What follows belongs to an exercise in optimizing a design on an open flow for small area, a short achievable clock period and few clock cycles per item; a production flow would make more cautious choices.

// ifft_core
module ifft_core #(
    parameter int N     = 16,
    parameter int LOG2N = 4,
    parameter int DW    = 8,
    parameter int TW    = 8
) (
    input  logic          clk,
    input  logic          rst,
    input  logic          in_valid,
    output logic          in_ready,
    input  logic [DW-1:0] in_re,
    input  logic [DW-1:0] in_im,
    output logic          out_valid,
    input  logic          out_ready,
    output logic [DW-1:0] out_re,
    output logic [DW-1:0] out_im,
    output logic          out_last,
    output logic          busy
);
Size: ~40 I/O pins, ~34000 µm² of cells after synthesis.
==> flow/config.mk <==
export PLATFORM = sky130hd
export DESIGN_NAME = ifft_core
export DESIGN_NICKNAME = ifft_core
export VERILOG_FILES = /design/flow/design.v
export SDC_FILE = /design/flow/constraint.sdc
export NUM_CORES = 4
export LEC_CHECK = 0
export CAP_MARGIN = 20
export CORE_MARGIN = 2
export CORE_UTILIZATION = 25
export PLACE_DENSITY = 0.45
export SLEW_MARGIN = 20
==> flow/constraint.sdc <==
create_clock -name core_clock -period 15.0 [get_ports {clk}]
set_input_delay 3.0000 -clock core_clock [delete_from_list [all_inputs] [get_ports {clk}]]
set_output_delay 3.0000 -clock core_clock [all_outputs]
set_load 0.01 [all_outputs]
standard.sh (not shown) runs the stock make flow with config.mk's settings and CLKGATE_MAP_FILE= SYNTH_SCRIPT=/design/flow/synth_recipe.tcl, a recipe that flattens the netlist after the stock synthesis.
==> flow/flow/run.sh <==
#!/bin/bash
# Standard layout, with timing repair asked to leave SETUP_SLACK_MARGIN ns of
# setup slack at the design's clock (so it works towards a shorter period),
# and a clock tree of smaller buffers without dummy balancing loads.
# The synthesis is the standard one, unchanged. Each step's output goes to a log here.
set -euo pipefail
MARGIN=$(cat flow/margin.txt)
CTS="$(cat flow/cts_args.txt)"
bash standard.sh synth > synth.log 2>&1
bash standard.sh SETUP_SLACK_MARGIN="$MARGIN" CTS_ARGS="$CTS" finish > layout.log 2>&1
==> flow/flow/cts_args.txt <==
-sink_clustering_enable -repair_clock_nets -dont_use_dummy_load -sink_clustering_size 24 -buf_list sky130_fd_sc_hd__clkbuf_8
==> flow/flow/margin.txt <==
11.0
The starting point went through all stages and came out clean.
Rerun with:
--- a/flow/design.v
+++ b/flow/design.v
@@ -205,22 +205,22 @@
     function automatic logic [NC-1:0] ctl(input logic [3:0] n);
         logic [3:0] t0, m12, t1, t2a, t2m, t2, t3m, t3;
         logic [2:0] k;
         logic       h, mul, sw;
         t0  = n - 4'd7;
         m12 = n - 4'd9;
         t1  = n - 4'd11;
         t2a = n - 4'd14;
         t2m = n - 4'd15;
         t2  = n - 4'd16;
-        t3m = n - 4'd21;
-        t3  = n - 4'd22;
+        t3m = n - 4'd22;
+        t3  = n - 4'd23;
         ctl = '0;
         ctl[C_X03] = n[3] & ~n[0];
         ctl[C_S0]  = t0[0];
         ctl[C_X12] = m12[2] & ~m12[1];
         ctl[C_S1]  = t1[1];
         ctl[C_K1]  = t1[0];
         ctl[C_MA2] = t2a[2] & t2a[0];
         ctl[C_MU2] = t2m[2] & t2m[0];
         ctl[C_SW2] = t2m[2] & t2m[1];
         ctl[C_S2]  = t2[2];
@@ -231,22 +231,22 @@
         ctl[C_R13] = (k[1:0] == 2'd1);
         ctl[C_R23] = (k[1:0] == 2'd2);
         ctl[C_R33] = (k[1:0] == 2'd3);
         ctl[C_PA3] = ~h | (k == 3'd0);
         ctl[C_RO3] = h & (k == 3'd4);
         ctl[C_MX3] = mul & ~sw;
         ctl[C_MY3] = mul & sw;
         ctl[C_NG3] = h & k[2];
         ctl[C_CZ3] = mul & k[2];
         ctl[C_S3]  = t3[3];
-        ctl[C_OLST] = (n == 4'd13);
-        ctl[C_OSEL] = (n == 4'd0) || (n >= 4'd14);
+        ctl[C_OLST] = (n == 4'd14);
+        ctl[C_OSEL] = (n == 4'd0) || (n >= 4'd15);
     endfunction
     logic          adv_q, in_ready_n_q, busy_q;
     logic [3:0]    icnt_q, acnt_q;
     logic          ph_q, f0_q, f1_q, f2_q;
     logic          iv_q, hv_q, sv_q;
     logic [1:0]    nowed_q;
     logic [NC-1:0] c_q;
     logic          adv_d, in_ready_d, busy_d;
     logic [3:0]    icnt_d;
     logic          ph_d, f0_d, f1_d, f2_d;
@@ -435,42 +435,49 @@
         if (adv_q) begin
             m2_re  <= w2_re;
             m2_im  <= w2_im;
             m2_neg <= w2_neg;
             m2_cz  <= w2_cz;
         end
     end
     logic [7:0] dl2_re [4];
     logic [7:0] dl2_im [4];
     logic [7:0] a2_re, a2_im, b2_re, b2_im, r2_re, r2_im;
-    assign r2_re = c_q[C_S2] ? a2_re : dl2_re[3];
-    assign r2_im = c_q[C_S2] ? a2_im : dl2_im[3];
     ifft_butterfly u_bf2 (
         .a_re  (dl2_re[3]),
         .a_im  (dl2_im[3]),
         .u_re  (m2_re),
         .u_im  (m2_im),
         .neg   (m2_neg),
         .cz    (m2_cz),
         .y0_re (a2_re),
         .y0_im (a2_im),
         .y1_re (b2_re),
         .y1_im (b2_im)
     );
     always_ff @(posedge clk) begin
         if (adv_q) begin
             for (int i = 1; i < 4; i++) begin
                 dl2_re[i] <= dl2_re[i-1];
                 dl2_im[i] <= dl2_im[i-1];
             end
-            dl2_re[0] <= c_q[C_S2] ? b2_re : m2_re[7:0];
-            dl2_im[0] <= c_q[C_S2] ? b2_im : m2_im[7:0];
+            if (c_q[C_S2]) begin
+                r2_re     <= a2_re;
+                r2_im     <= a2_im;
+                dl2_re[0] <= b2_re;
+                dl2_im[0] <= b2_im;
+            end else begin
+                r2_re     <= dl2_re[3];
+                r2_im     <= dl2_im[3];
+                dl2_re[0] <= m2_re[7:0];
+                dl2_im[0] <= m2_im[7:0];
+            end
         end
     end
     logic [8:0] v3_re5, v3_im5, n3_re5, n3_im5;
     logic [7:0] n3_re, n3_im;
     ifft_tw3a u_tw3a (
         .b_re (r2_re),
         .b_im (r2_im),
         .r5   (v3_re5),
         .i5   (v3_im5)
     );
After rerunning: Synthesized area is higher by 1.2%; flip-flop and latch count is higher by 16; worst setup slack improves by 6.4 ps; clock-buffer cell count is higher by 11.
No functional check of the RTL was part of any run of this note.

ifft_core, a different RTL version from the one above (not shown whole).
Size: about 2800 cells after synthesis, ~590 flip-flops, roughly 40 I/O pins.
==> flow/config.mk <==
export PLATFORM = sky130hd
export DESIGN_NAME = ifft_core
export DESIGN_NICKNAME = ifft_core
export VERILOG_FILES = /design/flow/design.v
export SDC_FILE = /design/flow/constraint.sdc
export NUM_CORES = 4
export LEC_CHECK = 0
export CAP_MARGIN = 20
export CORE_MARGIN = 2
export CORE_UTILIZATION = 25
export PLACE_DENSITY = 0.45
export SLEW_MARGIN = 20
==> flow/constraint.sdc <==
create_clock -name core_clock -period 15.0 [get_ports {clk}]
set_input_delay 3.0000 -clock core_clock [delete_from_list [all_inputs] [get_ports {clk}]]
set_output_delay 3.0000 -clock core_clock [all_outputs]
set_load 0.01 [all_outputs]
==> flow/flow/margin.txt <==
10.6
Scripts as last shown in full above: flow/flow/run.sh, flow/flow/cts_args.txt
==> next run, changes <==
--- a/flow/design.v
+++ b/flow/design.v
@@ -208,14 +208,14 @@
         t0  = n - 4'd7;
         m12 = n - 4'd9;
         t1  = n - 4'd11;
         t2a = n - 4'd14;
         t2m = n - 4'd15;
         t2  = n - 4'd16;
-        t3m = n - 4'd21;
-        t3  = n - 4'd22;
+        t3m = n - 4'd22;
+        t3  = n - 4'd23;
         ctl = '0;
         ctl[C_X03] = n[3] & ~n[0];
         ctl[C_S0]  = t0[0];
         ctl[C_X12] = m12[2] & ~m12[1];
         ctl[C_S1]  = t1[1];
         ctl[C_K1]  = t1[0];
@@ -224,29 +224,29 @@
         ctl[C_KQ2] = t2m[1];
         ctl[C_KR2] = t2m[0];
         ctl[C_S2]  = t2[2];
         ctl[C_H3]  = t3m[3];
         ctl[C_K3 +: 3] = t3m[2:0];
         ctl[C_S3]  = t3[3];
-        ctl[C_OLST] = (n == 4'd13);
-        ctl[C_OSEL] = (n == 4'd0) || (n >= 4'd14);
+        ctl[C_OLST] = (n == 4'd14);
+        ctl[C_OSEL] = (n == 4'd0) || (n >= 4'd15);
     endfunction
-    logic          adv_q, in_ready_q, busy_q;
+    logic          adv_q, in_ready_n_q, busy_q;
     logic [3:0]    icnt_q, acnt_q;
     logic          ph_q, f0_q, f1_q, f2_q;
     logic          iv_q, hv_q, sv_q;
     logic [1:0]    nowed_q;
     logic [NC-1:0] c_q;
     logic          adv_d, in_ready_d, busy_d;
-    logic [3:0]    icnt_d, acnt_d;
+    logic [3:0]    icnt_d;
     logic          ph_d, f0_d, f1_d, f2_d;
     logic          iv_d, hv_d, sv_d;
     logic [1:0]    nowed_d;
     logic          accept, ir_take, out_real, ohs, wr, h_en, s_from_p;
     always_comb begin
-        accept  = in_valid && in_ready_q;
+        accept  = in_valid && !in_ready_n_q;
         ohs     = hv_q && out_ready;
         ir_take = adv_q && ((icnt_q == 4'd0) ? iv_q : !ph_q);
         out_real = c_q[C_OSEL] ? f1_q : f2_q;
         wr       = adv_q && out_real;
         iv_d   = accept || (iv_q && !ir_take);
         icnt_d = icnt_q + 4'(adv_q);
@@ -261,51 +261,55 @@
             f2_d = f1_q;
         end
         h_en     = !hv_q || out_ready;
         s_from_p = !sv_q && wr && hv_q && !out_ready;
         sv_d     = sv_q ? !h_en : s_from_p;
         hv_d     = h_en ? (sv_q || wr) : 1'b1;
-        acnt_d  = acnt_q + 4'(accept);
         nowed_d = nowed_q + 2'(accept && (acnt_q == 4'd15)) - 2'(ohs && out_last);
         busy_d  = (nowed_d != 2'd0);
         adv_d = !sv_d && ((icnt_d == 4'd0) ? (iv_d || f0_d || f1_d) : (ph_d || iv_d));
         in_ready_d = !iv_d || (!sv_d && ((icnt_d == 4'd0) || !ph_d));
     end
     always_ff @(posedge clk or negedge rst) begin
         if (!rst) begin
             adv_q      <= 1'b0;
-            in_ready_q <= 1'b1;
+            in_ready_n_q <= 1'b0;
             busy_q     <= 1'b0;
             icnt_q     <= '0;
-            acnt_q     <= '0;
             ph_q       <= 1'b0;
             f0_q       <= 1'b0;
             f1_q       <= 1'b0;
             f2_q       <= 1'b0;
             iv_q       <= 1'b0;
             hv_q       <= 1'b0;
             sv_q       <= 1'b0;
             nowed_q    <= '0;
             c_q        <= ctl(4'd0);
         end else begin
             adv_q      <= adv_d;
-            in_ready_q <= in_ready_d;
+            in_ready_n_q <= !in_ready_d;
             busy_q     <= busy_d;
             icnt_q     <= icnt_d;
-            acnt_q     <= acnt_d;
             ph_q       <= ph_d;
             f0_q       <= f0_d;
             f1_q       <= f1_d;
             f2_q       <= f2_d;
             iv_q       <= iv_d;
             hv_q       <= hv_d;
             sv_q       <= sv_d;
             nowed_q    <= nowed_d;
             if (adv_q) c_q <= ctl(icnt_q + 4'd1);
         end
     end
+    always_ff @(posedge clk or negedge rst) begin
+        if (!rst) begin
+            acnt_q <= '0;
+        end else if (accept) begin
+            acnt_q <= acnt_q + 4'd1;
+        end
+    end
     logic [7:0] ir_re, ir_im;
     always_ff @(posedge clk) begin
         if (accept) begin
             ir_re <= in_re;
             ir_im <= in_im;
         end
@@ -425,14 +429,12 @@
             m2_cz  <= w2_cz;
         end
     end
     logic [7:0] dl2_re [4];
     logic [7:0] dl2_im [4];
     logic [7:0] a2_re, a2_im, b2_re, b2_im, r2_re, r2_im;
-    assign r2_re = c_q[C_S2] ? a2_re : dl2_re[3];
-    assign r2_im = c_q[C_S2] ? a2_im : dl2_im[3];
     ifft_butterfly u_bf2 (
         .a_re  (dl2_re[3]),
         .a_im  (dl2_im[3]),
         .u_re  (m2_re),
         .u_im  (m2_im),
         .neg   (m2_neg),
@@ -445,14 +447,23 @@
     always_ff @(posedge clk) begin
         if (adv_q) begin
             for (int i = 1; i < 4; i++) begin
                 dl2_re[i] <= dl2_re[i-1];
                 dl2_im[i] <= dl2_im[i-1];
             end
-            dl2_re[0] <= c_q[C_S2] ? b2_re : m2_re[7:0];
-            dl2_im[0] <= c_q[C_S2] ? b2_im : m2_im[7:0];
+            if (c_q[C_S2]) begin
+                r2_re     <= a2_re;
+                r2_im     <= a2_im;
+                dl2_re[0] <= b2_re;
+                dl2_im[0] <= b2_im;
+            end else begin
+                r2_re     <= dl2_re[3];
+                r2_im     <= dl2_im[3];
+                dl2_re[0] <= m2_re[7:0];
+                dl2_im[0] <= m2_im[7:0];
+            end
         end
     end
     logic [8:0] v3_re5, v3_im5, n3_re5, n3_im5;
     logic [7:0] n3_re, n3_im;
     ifft_tw3a u_tw3a (
         .b_re (r2_re),
@@ -528,13 +539,13 @@
         if (s_from_p) begin
             s_re   <= o3_re;
             s_im   <= o3_im;
             s_last <= c_q[C_OLST];
         end
     end
-    assign in_ready  = in_ready_q;
+    assign in_ready  = !in_ready_n_q;
     assign busy      = busy_q;
     assign out_valid = hv_q;
     assign out_last  = h_last;
     assign out_re    = h_re;
     assign out_im    = h_im;
 endmodule
Outcome: Design area increases slightly. Routed wire length went down slightly. Cell count climbs slightly. Critical path depth falls by 2. Global-route usage shrinks by 0.28 points. Synthesized area rose slightly. Non-clock buffer count shrinks by 17. Fmax is lower slightly.
Function was not checked in any run of this note: the RTL went through the layout flow alone.

ifft_core with an RTL version that a note above also has.
Size in the first run: about 40 I/O pins, roughly 34000 um2 of cells after synthesis.
Settings: LEC_CHECK=0, CAP_MARGIN=20, CORE_MARGIN=2, CORE_UTILIZATION=25, PLACE_DENSITY=0.45, SLEW_MARGIN=20; clock period 15.0 ns.
Scripts as last shown in full above: flow/flow/run.sh, flow/flow/cts_args.txt, flow/flow/margin.txt
Next try:
--- a/flow/design.v
+++ b/flow/design.v
@@ -204,24 +204,24 @@
     localparam int NC     = 21;
     function automatic logic [NC-1:0] ctl(input logic [3:0] n);
         logic [3:0] t0, m12, t1, t2a, t2m, t2, t3m, t3;
         logic [2:0] k;
         logic       h, mul, sw;
         t0  = n - 4'd7;
         m12 = n - 4'd9;
         t1  = n - 4'd11;
         t2a = n - 4'd14;
         t2m = n - 4'd15;
         t2  = n - 4'd16;
-        t3m = n - 4'd21;
-        t3  = n - 4'd22;
+        t3m = n - 4'd22;
+        t3  = n - 4'd23;
         ctl = '0;
         ctl[C_X03] = n[3] & ~n[0];
         ctl[C_S0]  = t0[0];
         ctl[C_X12] = m12[2] & ~m12[1];
         ctl[C_S1]  = t1[1];
         ctl[C_K1]  = t1[0];
         ctl[C_MA2] = t2a[2] & t2a[0];
         ctl[C_MU2] = t2m[2] & t2m[0];
         ctl[C_SW2] = t2m[2] & t2m[1];
         ctl[C_S2]  = t2[2];
         k = t3m[2:0];
@@ -230,24 +230,24 @@
         sw  = (k[1:0] == 2'd3) ^ k[2];
         ctl[C_R13] = (k[1:0] == 2'd1);
         ctl[C_R23] = (k[1:0] == 2'd2);
         ctl[C_R33] = (k[1:0] == 2'd3);
         ctl[C_PA3] = ~h | (k == 3'd0);
         ctl[C_RO3] = h & (k == 3'd4);
         ctl[C_MX3] = mul & ~sw;
         ctl[C_MY3] = mul & sw;
         ctl[C_NG3] = h & k[2];
         ctl[C_CZ3] = mul & k[2];
         ctl[C_S3]  = t3[3];
-        ctl[C_OLST] = (n == 4'd13);
-        ctl[C_OSEL] = (n == 4'd0) || (n >= 4'd14);
+        ctl[C_OLST] = (n == 4'd14);
+        ctl[C_OSEL] = (n == 4'd0) || (n >= 4'd15);
     endfunction
     logic          adv_q, in_ready_n_q, busy_q;
     logic [3:0]    icnt_q, acnt_q;
     logic          ph_q, f0_q, f1_q, f2_q;
     logic          iv_q, hv_q, sv_q;
     logic [1:0]    nowed_q;
     logic [NC-1:0] c_q;
     logic          adv_d, in_ready_d, busy_d;
     logic [3:0]    icnt_d;
     logic          ph_d, f0_d, f1_d, f2_d;
     logic          iv_d, hv_d, sv_d;
@@ -434,44 +434,51 @@
     always_ff @(posedge clk) begin
         if (adv_q) begin
             m2_re  <= w2_re;
             m2_im  <= w2_im;
             m2_neg <= w2_neg;
             m2_cz  <= w2_cz;
         end
     end
     logic [7:0] dl2_re [4];
     logic [7:0] dl2_im [4];
     logic [7:0] a2_re, a2_im, b2_re, b2_im, r2_re, r2_im;
-    assign r2_re = c_q[C_S2] ? a2_re : dl2_re[3];
-    assign r2_im = c_q[C_S2] ? a2_im : dl2_im[3];
     ifft_butterfly u_bf2 (
         .a_re  (dl2_re[3]),
         .a_im  (dl2_im[3]),
         .u_re  (m2_re),
         .u_im  (m2_im),
         .neg   (m2_neg),
         .cz    (m2_cz),
         .y0_re (a2_re),
         .y0_im (a2_im),
         .y1_re (b2_re),
         .y1_im (b2_im)
     );
     always_ff @(posedge clk) begin
         if (adv_q) begin
             for (int i = 1; i < 4; i++) begin
                 dl2_re[i] <= dl2_re[i-1];
                 dl2_im[i] <= dl2_im[i-1];
             end
-            dl2_re[0] <= c_q[C_S2] ? b2_re : m2_re[7:0];
-            dl2_im[0] <= c_q[C_S2] ? b2_im : m2_im[7:0];
+            if (c_q[C_S2]) begin
+                r2_re     <= a2_re;
+                r2_im     <= a2_im;
+                dl2_re[0] <= b2_re;
+                dl2_im[0] <= b2_im;
+            end else begin
+                r2_re     <= dl2_re[3];
+                r2_im     <= dl2_im[3];
+                dl2_re[0] <= m2_re[7:0];
+                dl2_im[0] <= m2_im[7:0];
+            end
         end
     end
     logic [8:0] v3_re5, v3_im5, n3_re5, n3_im5;
     logic [7:0] n3_re, n3_im;
     ifft_tw3a u_tw3a (
         .b_re (r2_re),
         .b_im (r2_im),
         .r5   (v3_re5),
         .i5   (v3_im5)
     );
     always_ff @(posedge clk) begin
The new run completed with no timing, DRC or antenna violations.
Die area grows by 1.2%.
Critical path depth shrinks by 1.
Via count grows by 0.42%.
Function was not checked in any run of this note: the RTL went through the layout flow alone.

-- re-timing with driven ports --
Ports are ideal in the flow. The routed layouts listed here were re-timed in OpenROAD.
Step 1 assumes that a clkbuf_16 drives the clock port and a buf_2 every other input.
Step 2, shift: input delay + t, output delay - t, t = (earliest + latest rising clock arrival at the registers) / 2. This alone moves slack from input paths to output paths.
a / b / c = ideal / step 1 / step 2; a / b = the first two.
run	t, ns	slack for setup (ns)	clock arrival spread, ns
the first run of note 1	0.795	10.538 / 10.477 / 10.286	0.108 / 0.108
the second run of note 1	0.843	10.544 / 10.477 / 10.275	0.182 / 0.182
the first run of note 2	0.769	10.534 / 10.533 / 9.967	0.127 / 0.127
the second run of note 2	0.822	10.489 / 10.489 / 9.998	0.138 / 0.138
the first run of note 3	0.775	10.584 / 10.523 / 10.006	0.121 / 0.121
the second run of note 3	0.832	10.592 / 10.524 / 10.141	0.173 / 0.173
After both steps setup and hold are still met in every run listed. The setup slack of the first run of note 3, which loses most, moves by -0.061 ns with the drivers and by -0.578 ns with both steps.
